Context: an optimization exercise on an open-source flow, tuned for a short achievable clock period and few clock cycles. The choices shown serve that exercise and are no tape-out recipe. Only simulation tests tie the RTL to the original design; equivalence was not proved. No activity file was given, so power comes from the tool's default toggle rates.

==> flow/design.v <==
package dcache_pkg;
    typedef logic [32-1:0] word_t;
    typedef struct packed {
        logic [26-1:0]      tag;
        logic [3-1:0]    index;
        logic [1-1:0] word_off;
        logic [2-1:0] byte_off;
    } addr_fields_t;
    typedef struct packed {
        logic                            valid;
        logic                            dirty;
        logic [26-1:0]        tag;
        word_t                           data1;   
        word_t                           data0;
    } frame_t;
    typedef struct packed {
        frame_t       way1;
        frame_t       way0;
        logic         mru;   
    } set_t;
    typedef struct packed {
        logic                      ren;
        logic                      wen;
        logic [32-1:0] addr;
        word_t                     wdata;
    } cpu_req_t;
    typedef struct packed {
        logic  dhit;
        word_t load;
        logic  flushed;
    } cpu_rsp_t;
    typedef struct packed {
        logic                      ren;
        logic                      wen;
        logic [32-1:0] addr;
        word_t                     wdata;
    } mem_req_t;
    typedef struct packed {
        logic hit;
        logic way;
        set_t entry;
    } lookup_t;
    typedef struct packed {
        logic                      way;
        logic                      dirty;       
        logic [32-1:0] base_addr;
    } victim_t;
endpackage
`timescale 1ns/1ps
module dcache (
    input  logic        CLK,
    input  logic        nRST,
    input  logic        cpu_ren,
    input  logic        cpu_wen,
    input  logic [31:0] cpu_addr,
    input  logic [31:0] cpu_wdata,
    input  logic        halt,
    output logic        dhit,
    output logic [31:0] load,
    output logic        flushed,
    output logic        mem_ren,
    output logic        mem_wen,
    output logic [31:0] mem_addr,
    output logic [31:0] mem_wdata,
    input  logic        mem_wait,
    input  logic [31:0] mem_rdata
);
    localparam int NF = 16;   
    logic [NF-1:0]        valid_q, dirty_q;
    logic [NF-1:0][25:0]  tag_q;
    logic [NF-1:0][31:0]  d0_q, d1_q;
    logic [7:0]           mru_q;
    logic st_idle, st_resp, st_wb0, st_wb1, st_rd0, st_rd1;
    logic st_fls, st_fl0, st_fl1, st_done;
    logic          hitr_q;    
    logic [NF-1:0] vsel_q;    
    logic          mway_q;    
    logic [31:0]   fill0_q, fill1_q;
    logic [NF-1:0] fcur_q;
    logic        dhit_q, flushed_q, mren_q, mwen_q;
    logic [31:0] load_q, maddr_q, mwdata_q;
    assign dhit      = dhit_q;
    assign load      = load_q;
    assign flushed   = flushed_q;
    assign mem_ren   = mren_q;
    assign mem_wen   = mwen_q;
    assign mem_addr  = maddr_q;
    assign mem_wdata = mwdata_q;
    logic [2:0]  idx;
    logic [25:0] ctag;
    logic        wsel, access;
    logic [7:0]  sdec;
    assign idx    = cpu_addr[5:3];
    assign ctag   = cpu_addr[31:6];
    assign wsel   = cpu_addr[2];
    assign access = cpu_ren | cpu_wen;
    assign sdec   = 8'b1 << idx;
    logic [NF-1:0] match;
    logic          hit0, hit1, hit;
    for (genvar f = 0; f < NF; f++) begin : g_match
        assign match[f] = valid_q[f] & (tag_q[f] == ctag);
    end
    assign hit0 = match[{1'b0, idx}];
    assign hit1 = match[{1'b1, idx}];
    assign hit  = hit0 | hit1;
    logic [NF-1:0] fdirty, flow;
    logic          fany;
    assign fdirty = valid_q & dirty_q;
    assign fany   = |fdirty;
    always_comb begin : p_flow
        logic below;
        below = 1'b0;
        for (int f = 0; f < NF; f++) begin
            flow[f] = fdirty[f] & ~below;
            below   = below | fdirty[f];
        end
    end
    logic          vway;
    logic [NF-1:0] vdec;
    assign vway = ~mru_q[idx];
    assign vdec = vway ? {sdec, 8'b0} : {8'b0, sdec};
    logic [NF-1:0] rsel;
    logic [25:0]   rtag;
    logic [2:0]    ridx;
    logic [31:0]   rd0, rd1;
    always_comb begin
        if (st_fls) rsel = flow;
        else if (st_fl0 | st_fl1) rsel = fcur_q;
        else rsel = vsel_q;
    end
    always_comb begin
        rtag = '0;
        ridx = '0;
        rd0  = '0;
        rd1  = '0;
        for (int f = 0; f < NF; f++) begin
            rtag = rtag | ({26{rsel[f]}} & tag_q[f]);
            ridx = ridx | ({3{rsel[f]}} & f[2:0]);
            rd0  = rd0  | ({32{rsel[f]}} & d0_q[f]);
            rd1  = rd1  | ({32{rsel[f]}} & d1_q[f]);
        end
    end
    logic [7:0]       vdirty_s;
    logic [7:0][25:0] vtag_s;
    logic [7:0][31:0] vd0_s;
    for (genvar s = 0; s < 8; s++) begin : g_victim
        assign vdirty_s[s] = mru_q[s] ? (valid_q[s] & dirty_q[s])
                                      : (valid_q[8 + s] & dirty_q[8 + s]);
        assign vtag_s[s]   = mru_q[s] ? tag_q[s] : tag_q[8 + s];
        assign vd0_s[s]    = mru_q[s] ? d0_q[s] : d0_q[8 + s];
    end
    logic vdirty;
    assign vdirty = vdirty_s[idx];
    logic [31:0] hd0, hd1;
    assign hd0 = wsel ? d1_q[{1'b0, idx}] : d0_q[{1'b0, idx}];
    assign hd1 = wsel ? d1_q[{1'b1, idx}] : d0_q[{1'b1, idx}];
    logic hitreq, miss, mw, halt_go, fdisp;
    assign hitreq  = st_idle & access & hit;
    assign miss    = st_idle & access & ~hit;
    assign halt_go = st_idle & ~access & halt;
    assign mw      = mem_wait;
    logic done_wb0, done_wb1, done_rd0, done_rd1, done_fl0, done_fl1;
    assign done_wb0 = st_wb0 & ~mw;
    assign done_wb1 = st_wb1 & ~mw;
    assign done_rd0 = st_rd0 & ~mw;
    assign done_rd1 = st_rd1 & ~mw;
    assign done_fl0 = st_fl0 & ~mw;
    assign done_fl1 = st_fl1 & ~mw;
    assign fdisp    = st_fls & fany;   
    logic n_wb0, n_wb1, n_rd0, n_rd1, n_fls, n_fl0, n_fl1, n_done;
    assign n_wb0  = (miss & vdirty) | (st_wb0 & mw);
    assign n_wb1  = done_wb0 | (st_wb1 & mw);
    assign n_rd0  = (miss & ~vdirty) | done_wb1 | (st_rd0 & mw);
    assign n_rd1  = done_rd0 | (st_rd1 & mw);
    assign n_fl0  = fdisp | (st_fl0 & mw);
    assign n_fls  = halt_go | (done_fl1 & fany);
    assign n_fl1  = done_fl0 | (st_fl1 & mw);
    assign n_done = ((st_fls | done_fl1) & ~fany) | st_done;
    always_ff @(posedge CLK, negedge nRST) begin
        if (!nRST) begin
            st_idle   <= 1'b1;
            st_resp   <= 1'b0;
            st_wb0    <= 1'b0;
            st_wb1    <= 1'b0;
            st_rd0    <= 1'b0;
            st_rd1    <= 1'b0;
            st_fls    <= 1'b0;
            st_fl0    <= 1'b0;
            st_fl1    <= 1'b0;
            st_done   <= 1'b0;
            dhit_q    <= 1'b0;
            flushed_q <= 1'b0;
            mren_q    <= 1'b0;
            mwen_q    <= 1'b0;
        end
        else begin
            st_idle   <= (st_idle & ~access & ~halt) | st_resp;
            st_resp   <= hitreq | done_rd1;
            st_wb0    <= n_wb0;
            st_wb1    <= n_wb1;
            st_rd0    <= n_rd0;
            st_rd1    <= n_rd1;
            st_fls    <= n_fls;
            st_fl0    <= n_fl0;
            st_fl1    <= n_fl1;
            st_done   <= n_done;
            dhit_q    <= hitreq | done_rd1;
            flushed_q <= n_done;
            mren_q    <= n_rd0 | n_rd1;
            mwen_q    <= n_wb0 | n_wb1 | n_fl0 | n_fl1;
        end
    end
    always_ff @(posedge CLK) begin
        if (st_rd1) load_q <= wsel ? mem_rdata : fill0_q;
        else begin
            load_q[15:0]  <= hit1 ? hd1[15:0] : hd0[15:0];
            load_q[31:16] <= hit0 ? hd0[31:16] : hd1[31:16];
        end
        if (st_idle) begin
            maddr_q  <= {vdirty ? vtag_s[idx] : ctag, idx, 3'b000};
            mwdata_q <= vd0_s[idx];
        end
        else if (st_fls | st_fl0 | st_fl1) begin
            maddr_q  <= {rtag, ridx, n_fl1, 2'b00};
            mwdata_q <= n_fl1 ? rd1 : rd0;
        end
        else begin
            maddr_q  <= {(n_wb0 | n_wb1) ? rtag : ctag, idx, n_wb1 | n_rd1, 2'b00};
            mwdata_q <= n_wb1 ? rd1 : rd0;
        end
        if (fdisp) begin
            fcur_q <= flow;
        end
        if (done_rd0) begin
            fill0_q <= mem_rdata;
        end
        if (done_rd1) begin
            fill1_q <= mem_rdata;
        end
        if (st_idle) begin
            vsel_q <= vdec;
            hitr_q <= hit;
            mway_q <= hit ? hit1 : vway;
        end
    end
    logic [31:0] src0, src1;
    logic        wr0, wr1;
    assign src0 = (cpu_wen & ~wsel) ? cpu_wdata : fill0_q;
    assign src1 = (cpu_wen & wsel) ? cpu_wdata : fill1_q;
    assign wr0  = ~hitr_q | (cpu_wen & ~wsel);
    assign wr1  = ~hitr_q | (cpu_wen & wsel);
    for (genvar s = 0; s < 8; s++) begin : g_set
        always_ff @(posedge CLK, negedge nRST) begin
            if (!nRST) begin
                mru_q[s] <= 1'b0;
            end
            else if (st_resp & sdec[s]) begin
                mru_q[s] <= mway_q;
            end
        end
    end
    for (genvar f = 0; f < NF; f++) begin : g_frame
        localparam logic W = f[3];
        logic sel;
        assign sel = st_resp & sdec[f % 8] & (mway_q == W);
        always_ff @(posedge CLK, negedge nRST) begin
            if (!nRST) begin
                valid_q[f] <= 1'b0;
                dirty_q[f] <= 1'b0;
            end
            else begin
                if (sel & ~hitr_q) begin
                    valid_q[f] <= 1'b1;
                    dirty_q[f] <= cpu_wen;
                end
                else if (sel & cpu_wen) begin
                    dirty_q[f] <= 1'b1;
                end
                else if (fdisp & flow[f]) begin
                    dirty_q[f] <= 1'b0;
                end
            end
        end
        always_ff @(posedge CLK) begin
            if (sel & ~hitr_q) begin
                tag_q[f] <= ctag;
            end
            if (sel & wr0) begin
                d0_q[f] <= src0;
            end
            if (sel & wr1) begin
                d1_q[f] <= src1;
            end
        end
    end
endmodule
clock: 11.0 ns
lec_check: 0
abc_clock_period_in_ps: 1000
cap_margin: 20
core_margin: 2
core_utilization: 40
slew_margin: 20
standard.sh (not shown) runs the stock make flow with config.mk's settings and CLKGATE_MAP_FILE= SYNTH_SCRIPT=/design/flow/synth_recipe.tcl, a recipe that flattens the netlist after the stock synthesis.
==> flow/flow/run.sh <==
#!/bin/bash
set -euo pipefail
MARGIN=${REPAIR_SETUP_MARGIN:-7}
bash standard.sh synth > synth.log 2>&1
bash standard.sh floorplan > floorplan.log 2>&1
BUFFER_PORTS_ARGS="-buffer_cell sky130_fd_sc_hd__buf_4" bash standard.sh place > place.log 2>&1
SETUP_SLACK_MARGIN=$MARGIN bash standard.sh cts > cts.log 2>&1
SETUP_SLACK_MARGIN=$MARGIN bash standard.sh route > route.log 2>&1
bash standard.sh finish > finish.log 2>&1
Testbench counts at the start, summed over its fixed seeds: cycles 25,594.
Edit:
--- a/flow/design.v
+++ b/flow/design.v
@@ -155,4 +155,14 @@
     assign hd0 = wsel ? d1_q[{1'b0, idx}] : d0_q[{1'b0, idx}];
     assign hd1 = wsel ? d1_q[{1'b1, idx}] : d0_q[{1'b1, idx}];
+    logic        fl_st, wb_st;
+    logic [31:0] hold_addr, adv_addr, hold_data, adv_data;
+    assign fl_st     = st_fls | st_fl0 | st_fl1;
+    assign wb_st     = st_wb0 | st_wb1;
+    assign hold_addr = {(fl_st | wb_st) ? rtag : ctag, fl_st ? ridx : idx,
+                        st_wb1 | st_rd1 | st_fl1, 2'b00};
+    assign adv_addr  = {(st_fl0 | st_wb0) ? rtag : ctag, fl_st ? ridx : idx,
+                        st_wb0 | st_rd0 | st_fl0, 2'b00};
+    assign hold_data = (st_wb1 | st_fl1) ? rd1 : rd0;
+    assign adv_data  = (st_wb0 | st_fl0) ? rd1 : rd0;
     logic hitreq, miss, mw, halt_go, fdisp;
     assign hitreq  = st_idle & access & hit;
@@ -221,11 +231,7 @@
             mwdata_q <= vd0_s[idx];
         end
-        else if (st_fls | st_fl0 | st_fl1) begin
-            maddr_q  <= {rtag, ridx, n_fl1, 2'b00};
-            mwdata_q <= n_fl1 ? rd1 : rd0;
-        end
         else begin
-            maddr_q  <= {(n_wb0 | n_wb1) ? rtag : ctag, idx, n_wb1 | n_rd1, 2'b00};
-            mwdata_q <= n_wb1 ? rd1 : rd0;
+            maddr_q  <= (st_fls | mw) ? hold_addr : adv_addr;
+            mwdata_q <= (st_fls | mw) ? hold_data : adv_data;
         end
         if (fdisp) begin
Effect: Die area fell slightly; first-iteration DRC count rose by a little under a tenth; sequential share of layout area rose by 0.97 points; routed wire length fell by a few percent; global-route usage fell by 1.8 points; hold slack gains 0.025 ns; non-clock buffer count fell by 53; synthesized area fell slightly; worst setup slack gains 0.057 ns; utilization hardly moves; power fell by about a fifth; cell area fell slightly; fmax rose slightly.
Testbench counts after the change, summed over its fixed seeds: cycles 25,594.

[port drivers added, routing unchanged]
How much do the figures lean on ideal ports? The routed layouts below were timed once more, with nothing changed but the port constraints.
Step 1, drivers: a clkbuf_16 drives CLK and a buf_2 each remaining input, both assumed.
Step 2 moves the port delays by t, midway between the first and last clock arrival at a register: inputs arrive t later, outputs are due t later. That takes back most of the time a late clock gives input paths.
Three values: ideal, step 1, step 2; two values: the first two.
run | t (ns) | slack for setup (ns) | hold slack, ns | clock arrival spread, ns | worst data-port slew with drivers (ns)
the first run | 0.935 | 6.845 / 6.861 / 5.926 | 0.494 / 0.494 / 0.494 | 0.086 / 0.086 | 0.24
the second run | 0.943 | 6.902 / 6.755 / 5.813 | 0.519 / 0.519 / 0.519 | 0.065 / 0.065 | 0.33
After both steps setup and hold are still met in every run listed. For the second run, which loses most, drivers alone change the setup slack by -0.147 ns; drivers and shift together by -1.089 ns.
